Source: an optimization exercise on an open RTL-to-GDS flow (aim: small area, a short achievable clock period and few clock cycles per item). Production flows keep margins and buffers that such runs may drop.
In this exercise RTL edits were held to simulation tests only and were not proved equivalent to the original.
No activity file was given, so power comes from the tool's default toggle rates.

== P ==
==> module smq_top, before the edit <==
module smq_top (
   input  logic        clk,
   input  logic        reset,
   input  logic        src_cmd_val,
   input  logic        src_is_read,
   input  logic [3:0]  src_tag,
   input  logic [15:0] src_addr,
   input  logic [15:0] src_data,
   output logic        src_resp_val,
   output logic [3:0]  src_resp_tag,
   output logic [15:0] src_resp_data,
   output logic        dest_cmd_val,
   output logic        dest_is_read,
   output logic [15:0] dest_addr,
   output logic [15:0] dest_data,
   output logic [3:0]  dest_tag,
   input  logic        dest_resp_val,
   input  logic [3:0]  dest_resp_tag,
   input  logic [15:0] dest_resp_data
);
   localparam int N = 16;
   localparam int HB = 10;
   logic [N-1:0]  v;      
   logic [N-1:0]  a;      
   logic [N-1:0]  pv;     
   logic [N-1:0]  y;      
   logic [N-1:0]  rdy;    
   logic [N-1:0]  gnt;    
   logic          any;    
   logic [N-1:0]  rd;
   logic [15:0]   addr [N];
   logic [15:0]   data [N];    
   logic [3:0]    ptag [N];    
   logic [3:0]    ord  [N];
   logic [3:0]    hd, tl;
   logic [N-1:0]  hs;          
   logic [3:0]    hd_tag;      
   logic [N-1:0]  hit, wake, match, sel, alloc, hs_stay, hs_next;
   logic [N-1:0]  rdy_n, gnt_n, rdy_o, wk, new_rdy;
   logic [3:0]    ptag_new, gnt_tag;
   logic          pnew, byp, ret, ret_a, hd_v;
   logic [3:0]    hdt_stay, hdt_next;
   logic [15:0]   hd_data;
   always_comb begin
      alloc = src_cmd_val   ? (N'(1) << src_tag)       : '0;
      hit   = dest_resp_val ? (N'(1) << dest_resp_tag) : '0;
      for (int i = 0; i < N; i++) begin
         wake[i]  = dest_resp_val & (ptag[i] == dest_resp_tag);
         match[i] = v[i] & (addr[i][HB-1:0] == src_addr[HB-1:0]);
      end
      sel  = match & y & ~a;
      pnew = |(sel & ~hit);
      ptag_new = '0;
      for (int i = 0; i < N; i++)
         if (sel[i]) ptag_new = ptag_new | 4'(i);
      byp = src_cmd_val & ~any & ~pnew;
      rdy_o = rdy & ~gnt;
      wk    = v & pv & wake;
      new_rdy = alloc & {N{any & ~pnew}};
      rdy_n = rdy_o | wk | new_rdy;
      gnt_n = (|rdy_o) ? (rdy_o & (~rdy_o + 1'b1)) :
              new_rdy;
      gnt_tag = '0;
      for (int i = 0; i < N; i++)
         if (gnt[i]) gnt_tag = gnt_tag | 4'(i);
      hs_stay = (src_cmd_val && tl == hd) ? alloc : hs;
      hs_next = (src_cmd_val && tl == 4'(hd + 1'b1)) ? alloc : (N'(1) << ord[4'(hd + 1'b1)]);
      hdt_stay = (src_cmd_val && tl == hd) ? src_tag : hd_tag;
      hdt_next = (src_cmd_val && tl == 4'(hd + 1'b1)) ? src_tag : ord[4'(hd + 1'b1)];
      hd_v   = |(hs & v);
      ret_a  = |(hs & v & a);
      ret    = ret_a | (hd_v & dest_resp_val & (dest_resp_tag == hd_tag));
      hd_data = '0;
      for (int i = 0; i < N; i++)
         if (hs[i]) hd_data = hd_data | data[i];
   end
   always_ff @(posedge clk) begin
      if (reset) begin
         v   <= '0;
         rdy <= '0;
         gnt <= '0;
         any <= 1'b0;
         hd  <= '0;
         hs  <= '0;
         hd_tag <= '0;
         tl  <= '0;
         dest_cmd_val <= 1'b0;
         src_resp_val <= 1'b0;
      end else begin
         rdy <= rdy_n;
         gnt <= gnt_n;
         any <= (|rdy_o) | (src_cmd_val & any & ~pnew);
         dest_cmd_val <= any | byp;
         src_resp_val <= ret;
         if (src_cmd_val) tl <= tl + 1'b1;
         if (ret) hd <= hd + 1'b1;
         hs <= ret ? hs_next : hs_stay;
         hd_tag <= ret ? hdt_next : hdt_stay;
         v <= (v & ~(hs & {N{ret}})) | alloc;
      end
   end
   always_ff @(posedge clk) begin
      if (src_cmd_val) ord[tl] <= src_tag;
      for (int i = 0; i < N; i++) begin
         if (alloc[i]) begin
            a[i]    <= 1'b0;
            pv[i]   <= pnew;
            y[i]    <= 1'b1;
            rd[i]   <= src_is_read;
            addr[i] <= src_addr;
            data[i] <= src_data;
            ptag[i] <= ptag_new;
         end else begin
            if (wake[i]) pv[i] <= 1'b0;
            if (src_cmd_val & match[i]) y[i] <= 1'b0;
            if (hit[i]) begin
               a[i]    <= 1'b1;
               data[i] <= dest_resp_data;
            end
         end
      end
   end
   always_ff @(posedge clk) begin
      if (any) begin
         dest_is_read <= 1'b0;
         dest_addr    <= '0;
         dest_data    <= '0;
         for (int i = 0; i < N; i++) begin
            if (gnt[i]) begin
               dest_is_read <= rd[i];
               dest_addr    <= addr[i];
               dest_data    <= data[i];
            end
         end
         dest_tag <= gnt_tag;
      end else begin
         dest_is_read <= src_is_read;
         dest_addr    <= src_addr;
         dest_data    <= src_data;
         dest_tag     <= src_tag;
      end
      src_resp_tag  <= hd_tag;
      src_resp_data <= ret_a ? hd_data : dest_resp_data;
   end
endmodule
Settings: LEC_CHECK=0, CAP_MARGIN=20, CORE_MARGIN=2, CORE_UTILIZATION=60, CTS_BUF_LIST=sky130_fd_sc_hd__clkbuf_8, SETUP_SLACK_MARGIN=3.0, SLEW_MARGIN=20; clock period 5.5 ns.
run.sh (not shown) runs the stock make flow with config.mk's settings and CLKGATE_MAP_FILE= SYNTH_SCRIPT=/design/flow/synth_recipe.tcl, a recipe that flattens the netlist after the stock synthesis.
Testbench counts of P, summed over its fixed seeds: cycles 10,990, items 8,000.
Edits applied to the flow inputs when going from P to Q:
--- a/flow/design.v
+++ b/flow/design.v
@@ -74,11 +74,11 @@
       rdy_o = rdy & ~gnt;
       wk    = v & pv & wake;
       new_rdy = alloc & {N{any & ~pnew}};
       rdy_n = rdy_o | wk | new_rdy;
       gnt_n = (|rdy_o) ? (rdy_o & (~rdy_o + 1'b1)) :
-              new_rdy;
+              (|wk) ? wk : new_rdy;
       gnt_tag = '0;
       for (int i = 0; i < N; i++)
          if (gnt[i]) gnt_tag = gnt_tag | 4'(i);
       hs_stay = (src_cmd_val && tl == hd) ? alloc : hs;
       hs_next = (src_cmd_val && tl == 4'(hd + 1'b1)) ? alloc : (N'(1) << ord[4'(hd + 1'b1)]);
@@ -104,11 +104,11 @@
          dest_cmd_val <= 1'b0;
          src_resp_val <= 1'b0;
       end else begin
          rdy <= rdy_n;
          gnt <= gnt_n;
-         any <= (|rdy_o) | (src_cmd_val & any & ~pnew);
+         any <= (|rdy_o) | (|wk) | (src_cmd_val & any & ~pnew);
          dest_cmd_val <= any | byp;
          src_resp_val <= ret;
          if (src_cmd_val) tl <= tl + 1'b1;
          if (ret) hd <= hd + 1'b1;
          hs <= ret ? hs_next : hs_stay;
Q: done, clean on timing, DRC and antenna. Against P, Q reports a number of instances in the synthesized netlist that is lower. Going from P to Q, clock buffer and inverter area fraction after layout lost 0.40 points; highest clock rate neither gained nor lost much. Number of CTS-inserted buffers shrinks slightly when moving from P to Q. Against P, total power in Q rose by a few percent. Cmp Q vs P: setup slack lower in Q. Between P and Q, sequential share of layout area decreased. P → Q: critical path depth now sits higher, cell area power density went up by 1.9%, maximum cell stage delay along the critical path has increased, x dimension of the die went up. Non-clock buffer count went up by a little under 10% going from P to Q. P ended up with compound AO/OA/AOI/OAI gates as its combinational family with the most area after synthesis; Q ended up with simple AND/OR/NAND/NOR gates. Q — count of multi-input gates 65 lower, P as reference. Of P and Q, the lower average cell area after synthesis belongs to P.
Testbench counts of Q, summed over its fixed seeds: cycles 10,689, items 8,000.

what the ideal ports hide:
No port has a modelled driver above. Below, the same layouts with a new extraction and two added sets of constraints.
Step 1, drivers: a clkbuf_16 drives clk and a buf_2 each remaining input, both assumed.
Step 2 adds t to the input delays and takes it off the output delays; t is the mean of the earliest and latest rising clock arrival at the registers after step 1. Input paths then give back, and output paths get back, about the clock's delay inside the block.
a / b / c = no drivers / after step 1 / after step 2; a / b = the first two.
run	shift t [ns]	setup WS [ns]	worst hold slack (ns)	worst register clock-pin slew, ns
P	0.889	2.752 / 2.801 / 1.912	0.388 / 0.388 / 0.388	0.07 / 0.07
Q	0.875	2.744 / 2.744 / 1.937	0.425 / 0.425 / 0.425	0.07 / 0.07
After both steps setup and hold are still met in every run listed. For P, which loses most, drivers alone change the setup slack by +0.049 ns; drivers and shift together by -0.840 ns.
